Source: an optimization exercise on an open RTL-to-GDS flow (aim: small area, a short achievable clock period and few clock cycles per item). Production flows keep margins and buffers that such runs may drop.
Only simulation tests tie the RTL to the original design; equivalence was not proved.
The clock port is modelled as an ideal driver; clocking choices that lean on that would not hold on a real chip.

## aes128_encr_round_ctrl
module aes128_encr_round_ctrl
#(
  parameter int NUM_ROUNDS = 10,
  parameter int RCNT_W     = 4
) (
  input  logic              clk,
  input  logic              rst,
  input  logic              in_valid,
  output logic              in_ready,
  input  logic [127:0]      plaintext,
  input  logic [127:0]      key,
  output logic              out_valid,
  input  logic              out_ready,
  output logic [127:0]      ciphertext
);
Size: roughly 690 flip-flops, roughly 46000 um^2 of cells after synthesis.
Settings: LEC_CHECK=0, CAP_MARGIN=20, CORE_MARGIN=2, CORE_UTILIZATION=30, SLEW_MARGIN=20; clock period 20.0 ns.
standard.sh (not shown) runs the stock make flow with config.mk's settings and CLKGATE_MAP_FILE= SYNTH_SCRIPT=/design/flow/synth_recipe.tcl, a recipe that flattens the netlist after the stock synthesis.
==> flow/flow/run.sh <==
#!/bin/bash
# Standard ORFS layout, except:
#  - synthesis maps the logic with an area-oriented ABC script (flow/abc.script)
#    instead of ORFS's abc_speed.script; registers are mapped before ABC runs, so
#    they are the standard synthesis's;
#  - ports are buffered with buf_1 (outputs: buf_2) instead of the resizer's default choice
#    (clkdlybuf4s50_1, a delay cell);
#  - timing repair aims at the extra setup and hold margins in flow/setup_margin.txt
#    and flow/hold_margin.txt, if any;
#  - the output pins are spread evenly along the top and bottom edges
#    (flow/pins.tcl);
#  - before global placement, the flip-flops that drive output ports are placed at
#    their pins and kept there through placement (flow/pre_gpl.tcl, post_dpl.tcl);
#    after global placement, the output port buffers are moved to their pins
#    (flow/place_io_flops.tcl);
#  - before CTS, the registers that capture the S-box stage (m_reg, t_reg)
#    are taken off the clock net (flow/clock_detach.tcl), so that CTS builds its
#    tree for the other registers;
#  - after CTS, the clk port drives four root clock buffers, each driving a quarter
#    of the leaf clock buffers directly, in place of CTS's upper tree
#    (flow/clock_top.tcl); the S-box-stage registers get leaf buffers of their own,
#    fed from the roots through one clock delay cell per root: useful skew between
#    internal registers only (flow/clock_stage1.tcl).
set -euo pipefail
W=$PWD
export FLOW_ABC_SCRIPT=$W/flow/abc.script
sed 's|log_cmd abc {\*}$abc_args|log_cmd abc -script $::env(FLOW_ABC_SCRIPT) {*}[lrange $abc_args 2 end]|' \
  "$FLOW_HOME/scripts/synth.tcl" > "$W/synth_core.tcl"
grep -q FLOW_ABC_SCRIPT "$W/synth_core.tcl"
sed "s|source \$::env(SCRIPTS_DIR)/synth.tcl|source $W/synth_core.tcl|" synth_recipe.tcl > "$W/synth_abc.tcl"
grep -q synth_core.tcl "$W/synth_abc.tcl"
bash standard.sh synth SYNTH_SCRIPT="$W/synth_abc.tcl" > "$W/synth.log" 2>&1
EXTRA=(BUFFER_PORTS_ARGS="-buffer_cell sky130_fd_sc_hd__buf_1" CTS_CLUSTER_SIZE=25 CTS_CLUSTER_DIAMETER=100 CORE_UTILIZATION=60 PLACE_DENSITY=0.75 PRE_IO_PLACEMENT_TCL="$W/flow/pins.tcl" PRE_GLOBAL_PLACE_TCL="$W/flow/pre_gpl.tcl" POST_GLOBAL_PLACE_TCL="$W/flow/place_io_flops.tcl" POST_DETAIL_PLACE_TCL="$W/flow/post_dpl.tcl" PRE_CTS_TCL="$W/flow/clock_detach.tcl" POST_CTS_TCL="$W/flow/post_cts.tcl")
if [[ -s flow/setup_margin.txt ]]; then
  EXTRA+=(SETUP_SLACK_MARGIN="$(cat flow/setup_margin.txt)")
fi
if [[ -s flow/hold_margin.txt ]]; then
  EXTRA+=(HOLD_SLACK_MARGIN="$(cat flow/hold_margin.txt)")
fi
bash standard.sh finish "${EXTRA[@]}" > "$W/layout.log" 2>&1
==> flow/flow/abc.script <==
&get -n; &st; &b; &synch2; &nf -R 1000; &put
==> flow/flow/pre_gpl.tcl <==
# Before global placement: put each flip-flop that drives an output port in one of
# the rows next to its pin (the output ports are on the top and bottom edges), at the
# free legal site nearest to the pin, and mark it FIRM so that global and detailed
# placement place the other cells around it. post_dpl.tcl releases them afterwards.
# The row at the edge itself is left to the port buffers.
set block [ord::get_db_block]
set rows [lsort -command {apply {{a b} {expr {[[$a getBBox] yMin] - [[$b getBBox] yMin]}}}} [$block getRows]]
set nrows [llength $rows]
set sitew [[[lindex $rows 0] getSite] getWidth]
# occupied intervals per row index (fixed cells: tap and end cells)
array unset ::pg_occ
foreach inst [$block getInsts] {
  if {![$inst isFixed]} { continue }
  set bb [$inst getBBox]
  set ri [expr {([$bb yMin] - [[[lindex $rows 0] getBBox] yMin]) / [[[lindex $rows 0] getSite] getHeight]}]
  lappend ::pg_occ($ri) [list [$bb xMin] [$bb xMax]]
}
proc pg_free {ri x0 w} {
  if {![info exists ::pg_occ($ri)]} { return 1 }
  foreach iv $::pg_occ($ri) {
    if {$x0 < [lindex $iv 1] && $x0 + $w > [lindex $iv 0]} { return 0 }
  }
  return 1
}
set ports {}
foreach bterm [$block getBTerms] {
  if {[$bterm getIoType] ne "OUTPUT"} { continue }
  set net [$bterm getNet]
  if {$net eq "NULL"} { continue }
  set ff ""
  foreach it [$net getITerms] {
    if {[$it isOutputSignal]} { set ff [$it getInst] }
  }
  if {$ff eq "" || ![[$ff getMaster] isSequential]} { continue }
  set pb [$bterm getBBox]
  lappend ports [list [expr {([$pb xMin] + [$pb xMax]) / 2}] [$pb yMin] $ff]
}
set placed 0
foreach p [lsort -integer -index 0 $ports] {
  lassign $p px py ff
  set w [[$ff getMaster] getWidth]
  set top [expr {$py > [[$block getDieArea] yMax] / 2}]
  set best ""
  foreach k {1 2 3 4 5 6} {
    set ri [expr {$top ? $nrows - 1 - $k : $k}]
    set row [lindex $rows $ri]
    set rb [$row getBBox]
    set x0 [expr {[$rb xMin] + (($px - $w / 2 - [$rb xMin]) / $sitew) * $sitew}]
    for {set d 0} {$d < 200} {incr d} {
      foreach x [list [expr {$x0 + $d * $sitew}] [expr {$x0 - $d * $sitew}]] {
        if {$x < [$rb xMin] || $x + $w > [$rb xMax]} { continue }
        if {[pg_free $ri $x $w]} {
          set cost [expr {abs($x + $w / 2 - $px) + $k * 2720}]
          if {$best eq "" || $cost < [lindex $best 0]} { set best [list $cost $ri $x] }
          break
        }
      }
      if {$best ne "" && [lindex $best 1] == $ri} { break }
    }
  }
  if {$best eq ""} { puts "pre_gpl: no room for [$ff getName]"; continue }
  lassign $best cost ri x
  set row [lindex $rows $ri]
  $ff setOrient [$row getOrient]
  $ff setLocation $x [[$row getBBox] yMin]
  $ff setPlacementStatus FIRM
  lappend ::pg_occ($ri) [list $x [expr {$x + $w}]]
  incr placed
}
puts "pre_gpl: $placed output flip-flops placed next to their pins"
Other scripts of this flow, unchanged in this note and not shown: flow/flow/clock_detach.tcl, flow/flow/clock_stage1.tcl, flow/flow/clock_top.tcl, flow/flow/pins.tcl, flow/flow/place_io_flops.tcl, flow/flow/post_cts.tcl, flow/flow/post_dpl.tcl
The starting point finished with timing, DRC and antenna clean.
Testbench counts at the start, summed over its fixed seeds: cycles 3,880, items 384.
Rerun with:
--- a/flow/flow/run.sh
+++ b/flow/flow/run.sh
@@ -32,3 +32,3 @@
 bash standard.sh synth SYNTH_SCRIPT="$W/synth_abc.tcl" > "$W/synth.log" 2>&1
-EXTRA=(BUFFER_PORTS_ARGS="-buffer_cell sky130_fd_sc_hd__buf_1" CTS_CLUSTER_SIZE=25 CTS_CLUSTER_DIAMETER=100 CORE_UTILIZATION=60 PLACE_DENSITY=0.75 PRE_IO_PLACEMENT_TCL="$W/flow/pins.tcl" PRE_GLOBAL_PLACE_TCL="$W/flow/pre_gpl.tcl" POST_GLOBAL_PLACE_TCL="$W/flow/place_io_flops.tcl" POST_DETAIL_PLACE_TCL="$W/flow/post_dpl.tcl" PRE_CTS_TCL="$W/flow/clock_detach.tcl" POST_CTS_TCL="$W/flow/post_cts.tcl")
+EXTRA=(BUFFER_PORTS_ARGS="-buffer_cell sky130_fd_sc_hd__buf_1" CTS_CLUSTER_SIZE=25 CTS_CLUSTER_DIAMETER=100 CORE_UTILIZATION=65 PLACE_DENSITY=0.8 PRE_IO_PLACEMENT_TCL="$W/flow/pins.tcl" PRE_GLOBAL_PLACE_TCL="$W/flow/pre_gpl.tcl" POST_GLOBAL_PLACE_TCL="$W/flow/place_io_flops.tcl" POST_DETAIL_PLACE_TCL="$W/flow/post_dpl.tcl" PRE_CTS_TCL="$W/flow/clock_detach.tcl" POST_CTS_TCL="$W/flow/post_cts.tcl")
 if [[ -s flow/setup_margin.txt ]]; then
==> flow/flow/abc.script (replaced) <==
&get -n; &st; &synch2; &nf -R 1000; &put
--- a/flow/flow/pre_gpl.tcl
+++ b/flow/flow/pre_gpl.tcl
@@ -18,2 +18,3 @@
 proc pg_free {ri x0 w} {
+
   if {![info exists ::pg_occ($ri)]} { return 1 }
Effect: Global-route usage climbs by 2.7 points; setup slack is better by 0.41 ns; via count grows by 0.55%; core utilization is higher by 5.8 points; register-to-register slack gains 0.16 ns; wire length is lower by 1.6%; fmax increases by 8.2%; area after synthesis decreases by 0.60%.
Rerun with:
--- a/flow/flow/run.sh
+++ b/flow/flow/run.sh
@@ -32,3 +32,3 @@
 bash standard.sh synth SYNTH_SCRIPT="$W/synth_abc.tcl" > "$W/synth.log" 2>&1
-EXTRA=(BUFFER_PORTS_ARGS="-buffer_cell sky130_fd_sc_hd__buf_1" CTS_CLUSTER_SIZE=25 CTS_CLUSTER_DIAMETER=100 CORE_UTILIZATION=65 PLACE_DENSITY=0.8 PRE_IO_PLACEMENT_TCL="$W/flow/pins.tcl" PRE_GLOBAL_PLACE_TCL="$W/flow/pre_gpl.tcl" POST_GLOBAL_PLACE_TCL="$W/flow/place_io_flops.tcl" POST_DETAIL_PLACE_TCL="$W/flow/post_dpl.tcl" PRE_CTS_TCL="$W/flow/clock_detach.tcl" POST_CTS_TCL="$W/flow/post_cts.tcl")
+EXTRA=(BUFFER_PORTS_ARGS="-buffer_cell sky130_fd_sc_hd__buf_1" CTS_CLUSTER_SIZE=28 CTS_CLUSTER_DIAMETER=110 CORE_UTILIZATION=60 PLACE_DENSITY=0.75 PRE_IO_PLACEMENT_TCL="$W/flow/pins.tcl" PRE_GLOBAL_PLACE_TCL="$W/flow/pre_gpl.tcl" POST_GLOBAL_PLACE_TCL="$W/flow/place_io_flops.tcl" POST_DETAIL_PLACE_TCL="$W/flow/post_dpl.tcl" PRE_CTS_TCL="$W/flow/clock_detach.tcl" POST_CTS_TCL="$W/flow/post_cts.tcl")
 if [[ -s flow/setup_margin.txt ]]; then
--- a/flow/flow/pre_gpl.tcl
+++ b/flow/flow/pre_gpl.tcl
@@ -18,3 +18,2 @@
 proc pg_free {ri x0 w} {
-
   if {![info exists ::pg_occ($ri)]} { return 1 }
Effect:
- hold slack is about the same
- wire length rises by 0.51%
- maximum frequency stays flat
- final area is about the same
- utilization falls by 5.5 points
- worst setup slack improves by 0.013 ns
- clock skew rises by 0.016 ns
- register-to-register slack is about the same

[static timing again, ports no longer ideal]
The flow's constraints put no driver on any port. The routed layouts listed below were extracted and timed again, unchanged, in two steps.
Step 1 assumes that a clkbuf_16 drives the clock port and a buf_2 every other input.
Step 2, shift: input delay + t, output delay - t, t = (earliest + latest rising clock arrival at the registers) / 2. This alone moves slack from input paths to output paths.
Three values: ideal, step 1, step 2; two values: the first two.
run	shift t [ns]	setup slack, ns	hold WS [ns]	latest minus earliest clock arrival (ns)	slew at the worst register clock pin (ns)
the first run	0.893	14.646 / 14.756 / 13.863	0.011 / 0.011 / 0.011	0.783 / 0.783	0.11 / 0.11
the second run	0.846	15.052 / 14.907 / 14.382	0.279 / 0.279 / 0.279	0.686 / 0.686	0.11 / 0.11
the third run	0.853	15.065 / 14.920 / 14.372	0.276 / 0.276 / 0.276	0.703 / 0.703	0.12 / 0.12
Clock arrivals are far apart in every run listed, so t is only a midpoint there and step 2 fits no single register. For the first run, which loses most, drivers alone change the setup slack by +0.110 ns; drivers and shift together by -0.783 ns.
